What follows belongs to an exercise in optimizing a design on an open flow for small area, a short achievable clock period and few clock cycles per item; a production flow would make more cautious choices. No run shown here included a check of the RTL's function; only the layout flow was run. No activity file was given, so power comes from the tool's default toggle rates.

## flow/design.v (module list and top-level ports; edited modules follow where they fit)
// module mul_datapath: 1831 lines
// module mul_fa: 4 lines
// module mul_ha: 4 lines
// module mul_fu: 52 lines
module mul_fu (
    input  logic         i_clk,
    input  logic         i_rst,
    input  logic         i_flush,
    input  logic         issue_valid,
    output logic         issue_ready,
    input  logic [1:0]   mul_op,
    input  logic [31:0]  rs1_v,
    input  logic [31:0]  rs2_v,
    input  logic [5:0]   pd_s,
    input  logic [3:0]   rob_num,
    input  logic [31:0]  instr_pc,
    input  logic [271:0] rvfi_in,
    output logic         fu_done,
    output logic [380:0] fu_data,
    input  logic         ack
);
  // ...
==> flow/flow/run.sh <==
#!/bin/bash
# The standard layout (the standard.sh, standard synthesis included), with
# the port buffers that global placement inserts made plain buf_1 cells instead
# of the delay cell the resizer picks by default. Every port still gets one.
set -euo pipefail
export BUFFER_PORTS_ARGS="-buffer_cell sky130_fd_sc_hd__buf_1"
bash standard.sh > standard_flow.log 2>&1
==> flow/standard.sh <==
#!/bin/bash
# synth_recipe.tcl (not shown) runs the flow's synth.tcl, then flattens the netlist and writes it again
# the make line also repeats each setting of config.mk as NAME=value (left out here)
make -C /OpenROAD-flow-scripts/flow DESIGN_CONFIG=/design/flow/config.mk WORK_HOME=/design/flow/orfs CLKGATE_MAP_FILE= SYNTH_SCRIPT=/design/flow/synth_recipe.tcl "${@:-finish}"
==> flow/config.mk <==
export PLATFORM = sky130hd
export DESIGN_NAME = mul_fu
export DESIGN_NICKNAME = mul_fu
export VERILOG_FILES = /design/flow/design.v
export SDC_FILE = /design/flow/constraint.sdc
export NUM_CORES = 4
export LEC_CHECK = 0
export ABC_AREA = 1
export CAP_MARGIN = 20
export CORE_MARGIN = 2
export CORE_UTILIZATION = 70
export CTS_BUF_LIST = sky130_fd_sc_hd__clkbuf_4 sky130_fd_sc_hd__clkbuf_8
export PLACE_DENSITY = 0.72
export SETUP_SLACK_MARGIN = 4
export SLEW_MARGIN = 20
export SYNTH_HIERARCHICAL = 1
==> flow/constraint.sdc <==
create_clock -name core_clock -period 9.0 [get_ports {i_clk}]
set_input_delay 1.8000 -clock core_clock [delete_from_list [all_inputs] [get_ports {i_clk}]]
set_output_delay 1.8000 -clock core_clock [all_outputs]
set_load 0.01 [all_outputs]
==> impl_results.md, run 1 <==
* Syn Std Cell Area at ~39000 um^2
* Gr usage total at 73.66%
* Largest net degree at the start of global routing at 130
* Post-Synth XOR/XNOR Area at 11.17%
* Synth Area in Compound Gates at 10.99%
* Halt Stage: global routing (5_1_grt)
* Synth cell count leaders: nand2_1, xor2_1, o22ai_1
* Gr busiest metal: met2
* Combinational family with the most area after synthesis: adder cells
* DIE HEIGHT at 240.4 um
* Grt met1 use at between 70% and 80%
* Row cnt at 86
* Asr flop ratio synth at 0%
* CTS Sinks at slightly above 400
* Mapped Cells at 3889
* Post-synth EDFFs at slightly above 400
* RD Place Congestion at 1.026
* Error: [ERROR GRT-0116] Global routing finished with congestion. Check the congestion regions in the DRC Viewer.
* Synthesized flop and latch total at 411
* Post-synthesis adder-cell area fraction at 28.10%
* Top cell type's share of synthesized area at 31.47%
* Routing usage on met3 at 59.82%
* Worst slack at placement at 2.022 ns
* Mux contribution to synthesized area at 0%
* Cts hold-fix bufs at 0
* Ports at 768
* CTS Buf Count at 70
* Grt met2 use at 88.80%
* Clock Path Buffers at 3
* Status: did not finish
* Avg Cell Area, Syn at 10.06 um^2
* Grt total ovfl at 108
* Starting density of the core at a little under three quarters
* Port bufs at 700
* Top FF cell, synth: edfxtp_1
* Post-synthesis simple-gate area fraction at roughly 10%
* Vias in the first global route at 44503
* Seq/Total Area, Yosys at 31.53%
* DP Cell Count at between 5000 and 6000
* Largest cells by area after synthesis: edfxtp_1, fa_1, xor2_1
* CTS HTree Levels at 3
* YS warnings at 8
* First-pass GRT wire length at around 300000 um
==> run 2, diff against run 1 <==
--- a/flow/design.v
+++ b/flow/design.v
@@ -1860,17 +1860,260 @@
     wire r_s121 = r_s[121];
     wire r_s122 = r_s[122];
     wire r_s123 = r_s[123];
     wire r_s124 = r_s[124];
     wire r_s125 = r_s[125];
     wire r_s126 = r_s[126];
     wire [63:0] w_x = {r_s125, r_s123, r_s121, r_s119, r_s117, r_s115, r_s113, r_s111, r_s109, r_s107, r_s105, r_s103, r_s101, r_s99, r_s97, r_s95, r_s93, r_s91, r_s89, r_s87, r_s85, r_s83, r_s81, r_s79, r_s77, r_s75, r_s73, r_s71, r_s69, r_s67, r_s65, r_s63, r_s61, r_s59, r_s57, r_s55, r_s53, r_s51, r_s49, r_s47, r_s45, r_s43, r_s41, r_s39, r_s37, r_s35, r_s33, r_s31, r_s29, r_s27, r_s25, r_s23, r_s21, r_s19, r_s17, r_s15, r_s13, r_s11, r_s9, r_s7, r_s5, r_s3, r_s2, r_s0};
     wire [63:0] w_y = {r_s126, r_s124, r_s122, r_s120, r_s118, r_s116, r_s114, r_s112, r_s110, r_s108, r_s106, r_s104, r_s102, r_s100, r_s98, r_s96, r_s94, r_s92, r_s90, r_s88, r_s86, r_s84, r_s82, r_s80, r_s78, r_s76, r_s74, r_s72, r_s70, r_s68, r_s66, r_s64, r_s62, r_s60, r_s58, r_s56, r_s54, r_s52, r_s50, r_s48, r_s46, r_s44, r_s42, r_s40, r_s38, r_s36, r_s34, r_s32, r_s30, r_s28, r_s26, r_s24, r_s22, r_s20, r_s18, r_s16, r_s14, r_s12, r_s10, r_s8, r_s6, r_s4, 1'b0, r_s1};
-    wire [63:0] w_sum = w_x + w_y;
+    wire [63:0] w_g0 = w_x & w_y;
+    wire [63:0] w_p0 = w_x ^ w_y;
+    wire pg1 = w_g0[1] | (w_p0[1] & w_g0[0]);
+    wire pp1 = w_p0[1] & w_p0[0];
+    wire pg2 = w_g0[3] | (w_p0[3] & w_g0[2]);
+    wire pp2 = w_p0[3] & w_p0[2];
+    wire pg3 = w_g0[5] | (w_p0[5] & w_g0[4]);
+    wire pp3 = w_p0[5] & w_p0[4];
+    wire pg4 = w_g0[7] | (w_p0[7] & w_g0[6]);
+    wire pp4 = w_p0[7] & w_p0[6];
+    wire pg5 = w_g0[9] | (w_p0[9] & w_g0[8]);
+    wire pp5 = w_p0[9] & w_p0[8];
+    wire pg6 = w_g0[11] | (w_p0[11] & w_g0[10]);
+    wire pp6 = w_p0[11] & w_p0[10];
+    wire pg7 = w_g0[13] | (w_p0[13] & w_g0[12]);
+    wire pp7 = w_p0[13] & w_p0[12];
+    wire pg8 = w_g0[15] | (w_p0[15] & w_g0[14]);
+    wire pp8 = w_p0[15] & w_p0[14];
+    wire pg9 = w_g0[17] | (w_p0[17] & w_g0[16]);
+    wire pp9 = w_p0[17] & w_p0[16];
+    wire pg10 = w_g0[19] | (w_p0[19] & w_g0[18]);
+    wire pp10 = w_p0[19] & w_p0[18];
+    wire pg11 = w_g0[21] | (w_p0[21] & w_g0[20]);
+    wire pp11 = w_p0[21] & w_p0[20];
+    wire pg12 = w_g0[23] | (w_p0[23] & w_g0[22]);
+    wire pp12 = w_p0[23] & w_p0[22];
+    wire pg13 = w_g0[25] | (w_p0[25] & w_g0[24]);
+    wire pp13 = w_p0[25] & w_p0[24];
+    wire pg14 = w_g0[27] | (w_p0[27] & w_g0[26]);
+    wire pp14 = w_p0[27] & w_p0[26];
+    wire pg15 = w_g0[29] | (w_p0[29] & w_g0[28]);
+    wire pp15 = w_p0[29] & w_p0[28];
+    wire pg16 = w_g0[31] | (w_p0[31] & w_g0[30]);
+    wire pp16 = w_p0[31] & w_p0[30];
+    wire pg17 = w_g0[33] | (w_p0[33] & w_g0[32]);
+    wire pp17 = w_p0[33] & w_p0[32];
+    wire pg18 = w_g0[35] | (w_p0[35] & w_g0[34]);
+    wire pp18 = w_p0[35] & w_p0[34];
+    wire pg19 = w_g0[37] | (w_p0[37] & w_g0[36]);
+    wire pp19 = w_p0[37] & w_p0[36];
+    wire pg20 = w_g0[39] | (w_p0[39] & w_g0[38]);
+    wire pp20 = w_p0[39] & w_p0[38];
+    wire pg21 = w_g0[41] | (w_p0[41] & w_g0[40]);
+    wire pp21 = w_p0[41] & w_p0[40];
+    wire pg22 = w_g0[43] | (w_p0[43] & w_g0[42]);
+    wire pp22 = w_p0[43] & w_p0[42];
+    wire pg23 = w_g0[45] | (w_p0[45] & w_g0[44]);
+    wire pp23 = w_p0[45] & w_p0[44];
+    wire pg24 = w_g0[47] | (w_p0[47] & w_g0[46]);
+    wire pp24 = w_p0[47] & w_p0[46];
+    wire pg25 = w_g0[49] | (w_p0[49] & w_g0[48]);
+    wire pp25 = w_p0[49] & w_p0[48];
+    wire pg26 = w_g0[51] | (w_p0[51] & w_g0[50]);
+    wire pp26 = w_p0[51] & w_p0[50];
+    wire pg27 = w_g0[53] | (w_p0[53] & w_g0[52]);
+    wire pp27 = w_p0[53] & w_p0[52];
+    wire pg28 = w_g0[55] | (w_p0[55] & w_g0[54]);
+    wire pp28 = w_p0[55] & w_p0[54];
+    wire pg29 = w_g0[57] | (w_p0[57] & w_g0[56]);
+    wire pp29 = w_p0[57] & w_p0[56];
+    wire pg30 = w_g0[59] | (w_p0[59] & w_g0[58]);
+    wire pp30 = w_p0[59] & w_p0[58];
+    wire pg31 = w_g0[61] | (w_p0[61] & w_g0[60]);
+    wire pp31 = w_p0[61] & w_p0[60];
+    wire pg32 = w_g0[63] | (w_p0[63] & w_g0[62]);
+    wire pp32 = w_p0[63] & w_p0[62];
+    wire pg33 = pg2 | (pp2 & pg1);
+    wire pp33 = pp2 & pp1;
+    wire pg34 = pg4 | (pp4 & pg3);
+    wire pp34 = pp4 & pp3;
+    wire pg35 = pg6 | (pp6 & pg5);
+    wire pp35 = pp6 & pp5;
+    wire pg36 = pg8 | (pp8 & pg7);
+    wire pp36 = pp8 & pp7;
+    wire pg37 = pg10 | (pp10 & pg9);
+    wire pp37 = pp10 & pp9;
+    wire pg38 = pg12 | (pp12 & pg11);
+    wire pp38 = pp12 & pp11;
+    wire pg39 = pg14 | (pp14 & pg13);
+    wire pp39 = pp14 & pp13;
+    wire pg40 = pg16 | (pp16 & pg15);
+    wire pp40 = pp16 & pp15;
+    wire pg41 = pg18 | (pp18 & pg17);
+    wire pp41 = pp18 & pp17;
+    wire pg42 = pg20 | (pp20 & pg19);
+    wire pp42 = pp20 & pp19;
+    wire pg43 = pg22 | (pp22 & pg21);
+    wire pp43 = pp22 & pp21;
+    wire pg44 = pg24 | (pp24 & pg23);
+    wire pp44 = pp24 & pp23;
+    wire pg45 = pg26 | (pp26 & pg25);
+    wire pp45 = pp26 & pp25;
+    wire pg46 = pg28 | (pp28 & pg27);
+    wire pp46 = pp28 & pp27;
+    wire pg47 = pg30 | (pp30 & pg29);
+    wire pp47 = pp30 & pp29;
+    wire pg48 = pg32 | (pp32 & pg31);
+    wire pp48 = pp32 & pp31;
+    wire pg49 = pg34 | (pp34 & pg33);
+    wire pp49 = pp34 & pp33;
+    wire pg50 = pg36 | (pp36 & pg35);
+    wire pp50 = pp36 & pp35;
+    wire pg51 = pg38 | (pp38 & pg37);
+    wire pp51 = pp38 & pp37;
+    wire pg52 = pg40 | (pp40 & pg39);
+    wire pp52 = pp40 & pp39;
+    wire pg53 = pg42 | (pp42 & pg41);
+    wire pp53 = pp42 & pp41;
+    wire pg54 = pg44 | (pp44 & pg43);
+    wire pp54 = pp44 & pp43;
+    wire pg55 = pg46 | (pp46 & pg45);
+    wire pp55 = pp46 & pp45;
+    wire pg56 = pg48 | (pp48 & pg47);
+    wire pp56 = pp48 & pp47;
+    wire pg57 = pg50 | (pp50 & pg49);
+    wire pp57 = pp50 & pp49;
+    wire pg58 = pg52 | (pp52 & pg51);
+    wire pp58 = pp52 & pp51;
+    wire pg59 = pg54 | (pp54 & pg53);
+    wire pp59 = pp54 & pp53;
+    wire pg60 = pg56 | (pp56 & pg55);
+    wire pp60 = pp56 & pp55;
+    wire pg61 = pg58 | (pp58 & pg57);
+    wire pp61 = pp58 & pp57;
+    wire pg62 = pg60 | (pp60 & pg59);
+    wire pp62 = pp60 & pp59;
+    wire pg63 = pg62 | (pp62 & pg61);
+    wire pp63 = pp62 & pp61;
+    wire pg64 = pg59 | (pp59 & pg61);
+    wire pp64 = pp59 & pp61;
+    wire pg65 = pg51 | (pp51 & pg57);
+    wire pp65 = pp51 & pp57;
+    wire pg66 = pg53 | (pp53 & pg61);
+    wire pp66 = pp53 & pp61;
+    wire pg67 = pg55 | (pp55 & pg64);
+    wire pp67 = pp55 & pp64;
+    wire pg68 = pg35 | (pp35 & pg49);
+    wire pp68 = pp35 & pp49;
+    wire pg69 = pg37 | (pp37 & pg57);
+    wire pp69 = pp37 & pp57;
+    wire pg70 = pg39 | (pp39 & pg65);
+    wire pp70 = pp39 & pp65;
+    wire pg71 = pg41 | (pp41 & pg61);
+    wire pp71 = pp41 & pp61;
+    wire pg72 = pg43 | (pp43 & pg66);
+    wire pp72 = pp43 & pp66;
+    wire pg73 = pg45 | (pp45 & pg64);
+    wire pp73 = pp45 & pp64;
+    wire pg74 = pg47 | (pp47 & pg67);
+    wire pp74 = pp47 & pp67;
+    wire pg75 = pg3 | (pp3 & pg33);
+    wire pp75 = pp3 & pp33;
+    wire pg76 = pg5 | (pp5 & pg49);
+    wire pp76 = pp5 & pp49;
+    wire pg77 = pg7 | (pp7 & pg68);
+    wire pp77 = pp7 & pp68;
+    wire pg78 = pg9 | (pp9 & pg57);
+    wire pp78 = pp9 & pp57;
+    wire pg79 = pg11 | (pp11 & pg69);
+    wire pp79 = pp11 & pp69;
+    wire pg80 = pg13 | (pp13 & pg65);
+    wire pp80 = pp13 & pp65;
+    wire pg81 = pg15 | (pp15 & pg70);
+    wire pp81 = pp15 & pp70;
+    wire pg82 = pg17 | (pp17 & pg61);
+    wire pp82 = pp17 & pp61;
+    wire pg83 = pg19 | (pp19 & pg71);
+    wire pp83 = pp19 & pp71;
+    wire pg84 = pg21 | (pp21 & pg66);
+    wire pp84 = pp21 & pp66;
+    wire pg85 = pg23 | (pp23 & pg72);
+    wire pp85 = pp23 & pp72;
+    wire pg86 = pg25 | (pp25 & pg64);
+    wire pp86 = pp25 & pp64;
+    wire pg87 = pg27 | (pp27 & pg73);
+    wire pp87 = pp27 & pp73;
+    wire pg88 = pg29 | (pp29 & pg67);
+    wire pp88 = pp29 & pp67;
+    wire pg89 = pg31 | (pp31 & pg74);
+    wire pp89 = pp31 & pp74;
+    wire pg90 = w_g0[2] | (w_p0[2] & pg1);
+    wire pp90 = w_p0[2] & pp1;
+    wire pg91 = w_g0[4] | (w_p0[4] & pg33);
+    wire pp91 = w_p0[4] & pp33;
+    wire pg92 = w_g0[6] | (w_p0[6] & pg75);
+    wire pp92 = w_p0[6] & pp75;
+    wire pg93 = w_g0[8] | (w_p0[8] & pg49);
+    wire pp93 = w_p0[8] & pp49;
+    wire pg94 = w_g0[10] | (w_p0[10] & pg76);
+    wire pp94 = w_p0[10] & pp76;
+    wire pg95 = w_g0[12] | (w_p0[12] & pg68);
+    wire pp95 = w_p0[12] & pp68;
+    wire pg96 = w_g0[14] | (w_p0[14] & pg77);
+    wire pp96 = w_p0[14] & pp77;
+    wire pg97 = w_g0[16] | (w_p0[16] & pg57);
+    wire pp97 = w_p0[16] & pp57;
+    wire pg98 = w_g0[18] | (w_p0[18] & pg78);
+    wire pp98 = w_p0[18] & pp78;
+    wire pg99 = w_g0[20] | (w_p0[20] & pg69);
+    wire pp99 = w_p0[20] & pp69;
+    wire pg100 = w_g0[22] | (w_p0[22] & pg79);
+    wire pp100 = w_p0[22] & pp79;
+    wire pg101 = w_g0[24] | (w_p0[24] & pg65);
+    wire pp101 = w_p0[24] & pp65;
+    wire pg102 = w_g0[26] | (w_p0[26] & pg80);
+    wire pp102 = w_p0[26] & pp80;
+    wire pg103 = w_g0[28] | (w_p0[28] & pg70);
+    wire pp103 = w_p0[28] & pp70;
+    wire pg104 = w_g0[30] | (w_p0[30] & pg81);
+    wire pp104 = w_p0[30] & pp81;
+    wire pg105 = w_g0[32] | (w_p0[32] & pg61);
+    wire pp105 = w_p0[32] & pp61;
+    wire pg106 = w_g0[34] | (w_p0[34] & pg82);
+    wire pp106 = w_p0[34] & pp82;
+    wire pg107 = w_g0[36] | (w_p0[36] & pg71);
+    wire pp107 = w_p0[36] & pp71;
+    wire pg108 = w_g0[38] | (w_p0[38] & pg83);
+    wire pp108 = w_p0[38] & pp83;
+    wire pg109 = w_g0[40] | (w_p0[40] & pg66);
+    wire pp109 = w_p0[40] & pp66;
+    wire pg110 = w_g0[42] | (w_p0[42] & pg84);
+    wire pp110 = w_p0[42] & pp84;
+    wire pg111 = w_g0[44] | (w_p0[44] & pg72);
+    wire pp111 = w_p0[44] & pp72;
+    wire pg112 = w_g0[46] | (w_p0[46] & pg85);
+    wire pp112 = w_p0[46] & pp85;
+    wire pg113 = w_g0[48] | (w_p0[48] & pg64);
+    wire pp113 = w_p0[48] & pp64;
+    wire pg114 = w_g0[50] | (w_p0[50] & pg86);
+    wire pp114 = w_p0[50] & pp86;
+    wire pg115 = w_g0[52] | (w_p0[52] & pg73);
+    wire pp115 = w_p0[52] & pp73;
+    wire pg116 = w_g0[54] | (w_p0[54] & pg87);
+    wire pp116 = w_p0[54] & pp87;
+    wire pg117 = w_g0[56] | (w_p0[56] & pg67);
+    wire pp117 = w_p0[56] & pp67;
+    wire pg118 = w_g0[58] | (w_p0[58] & pg88);
+    wire pp118 = w_p0[58] & pp88;
+    wire pg119 = w_g0[60] | (w_p0[60] & pg74);
+    wire pp119 = w_p0[60] & pp74;
+    wire pg120 = w_g0[62] | (w_p0[62] & pg89);
+    wire pp120 = w_p0[62] & pp89;
+    wire [63:0] w_cy = {pg120, pg89, pg119, pg74, pg118, pg88, pg117, pg67, pg116, pg87, pg115, pg73, pg114, pg86, pg113, pg64, pg112, pg85, pg111, pg72, pg110, pg84, pg109, pg66, pg108, pg83, pg107, pg71, pg106, pg82, pg105, pg61, pg104, pg81, pg103, pg70, pg102, pg80, pg101, pg65, pg100, pg79, pg99, pg69, pg98, pg78, pg97, pg57, pg96, pg77, pg95, pg68, pg94, pg76, pg93, pg49, pg92, pg75, pg91, pg33, pg90, pg1, w_g0[0], 1'b0};
+    wire [63:0] w_sum = w_p0 ^ w_cy;
     assign o_result = r_hi ? w_sum[63:32] : w_sum[31:0];
 endmodule
 module mul_fa (input logic a, input logic b, input logic c, output logic s, output logic co);
     assign s  = a ^ b ^ c;
     assign co = (a & b) | (a & c) | (b & c);
 endmodule
 module mul_ha (input logic a, input logic b, output logic s, output logic co);
     assign s  = a ^ b;
==> flow/config.mk (replaced) <==
export PLATFORM = sky130hd
export DESIGN_NAME = mul_fu
export DESIGN_NICKNAME = mul_fu
export VERILOG_FILES = /design/flow/design.v
export SDC_FILE = /design/flow/constraint.sdc
export NUM_CORES = 4
export LEC_CHECK = 0
export ABC_AREA = 1
export CAP_MARGIN = 20
export CORE_MARGIN = 2
export CORE_UTILIZATION = 60
export CTS_BUF_LIST = sky130_fd_sc_hd__clkbuf_4 sky130_fd_sc_hd__clkbuf_8
export SETUP_SLACK_MARGIN = 4
export SLEW_MARGIN = 20
export SYNTH_HIERARCHICAL = 1
==> impl_results.md, run 2 <==
* Status: did not finish
* Halt Stage: global routing (5_1_grt)
* Error: [ERROR GRT-0116] Global routing finished with congestion. Check the congestion regions in the DRC Viewer.
* Grt total ovfl at 154
* HPWL after detailed placement at ~120000 um
* Ports at 768 (unchanged)
* DIE HEIGHT at 249.0 um (+3.6%)
* Starting density of the core at 60.91% (-9.9 points)
* Port bufs at 700 (unchanged)
* Yosys cell types at 43
* Avg Cell Area, Syn at 12.18 um^2 (+21%)
* Post-synth EDFFs at 410 (unchanged)
* Combinational family with the most area after synthesis: adder cells
* CTS Buf Count at 71 (+1.4%)
* Post-synthesis simple-gate area fraction at 3.359% (-6.9 points)
* Top FF cell, synth: edfxtp_1
* Seq/Total Area, Yosys at 34.24% (+2.7 points)
* First-pass GRT wire length at 325800 um
* RD Place Congestion at 1.182 (+15%)
* Synthesized flop and latch total at 411 (unchanged)
* Clock Path Buffers at 3 (unchanged)
* Asr flop ratio synth at 0% (unchanged)
* Synth Area in Compound Gates at 11.48% (+0.48 points)
* Top-count cell post-synth: fa_1
* Largest cells by area after synthesis: edfxtp_1, fa_1, xor2_1
* Synth cell count leaders: fa_1, xor2_1, o22ai_1
* Post-synthesis adder-cell area fraction at 32.21% (+4.1 points)
* YS warnings at 8 (unchanged)
* Clock Tree Root: clkbuf_8
* Mux contribution to synthesized area at 0.1390% (+0.14 points)
* CTS Sinks at 411 (unchanged)
* Vias in the first global route at 41228
* Die Wd at 249.0 um
* Top cell type's share of synthesized area at 34.18% (+2.7 points)
* Largest net degree at the start of global routing at 141
* Syn Std Cell Area at 36020 um^2 (-7.9%)
* Gr usage total at approximately three quarters
* Row cnt at 89 (+3.5%)
* Post-Synth XOR/XNOR Area at 12.81% (+1.6 points)
* Dominant cell type by area after synthesis: edfxtp_1
* Mapped Cells at 2957 (-24%)
* CTS HTree Levels at 3 (unchanged)
==> run 2: worst max-delay path by stage <==
stage                      startpoint                endpoint  slack [ns]
2_1_floorplan               rs2_v[11]  u_dp.r_s[80]$_DFFE_PP_        3.37
3_3_place_gp                 rs2_v[3]  u_dp.r_s[72]$_DFFE_PP_        2.08
3_5_place_dp                 rs2_v[3]  u_dp.r_s[72]$_DFFE_PP_        1.99
4_1_cts        u_dp.r_s[36]$_DFFE_PP_             fu_data[95]        3.22
==> run 2: kinds of logic after synthesis <==
family | Yosys count
flip-flops | 411
other | 2
multiplexers | 5
buffers and inverters | 459
AO/OA/AOI/OAI | 662
XOR/XNOR | 527
AND/OR/NAND/NOR | 271
adder cells (fa/ha/maj) | 620
==> run 2: modules after synthesis, one instance, submodules excluded <==
module / times used / area, um^2 / flops+latches
mul_fu: 1 / 9029 / 283
mul_datapath: 1 / 16780 / 128
mul_fa: 481 / 20.02 / 0
mul_ha: 46 / 12.51 / 0
==> run 2: power by group through the flow <==
| stage | clock network (mW) | registers (mW) | logic (mW) |
|---|---|---|---|
| 4_1_cts | 1.79 | 3.44 | 12.3 |
| 3_5_place_dp | 0 | 3.45 | 11.0 |
| 2_1_floorplan | 0 | 3.42 | 7.00 |
| 3_3_place_gp | 0 | 3.42 | 10.3 |
==> run 2: repair_timing <==
| item | CTS |
|---|---|
| cloned | 33 |
| endpoints found under the setup margin | 154 |
| hold endpoints to repair | 0 |
| hold buffers | 0 |
| resized for setup | 519 |
| setup buffers | 163 |
| pin swaps | 145 |
==> run 2: through the flow <==
step | cell area, um^2 | power [mW] | hold WS [ns] | worst slack, ns | instances
2_1_floorplan | 37900 | 10.42 | 1.899 | 3.372 | 3006
3_3_place_gp | 39800 | 13.74 | 1.077 | 2.081 | 4221
3_5_place_dp | 39800 | 14.41 | 1.076 | 1.993 | 4221
4_1_cts | 45570 | 17.53 | 1.088 | 3.223 | 4539
==> run 2: layer usage <==
layer  GRT usage [%]  GRT overflow
met2           88.22            65
met3           67.60            16
met4           63.65            61
met5           53.82             3
met1           79.59             9
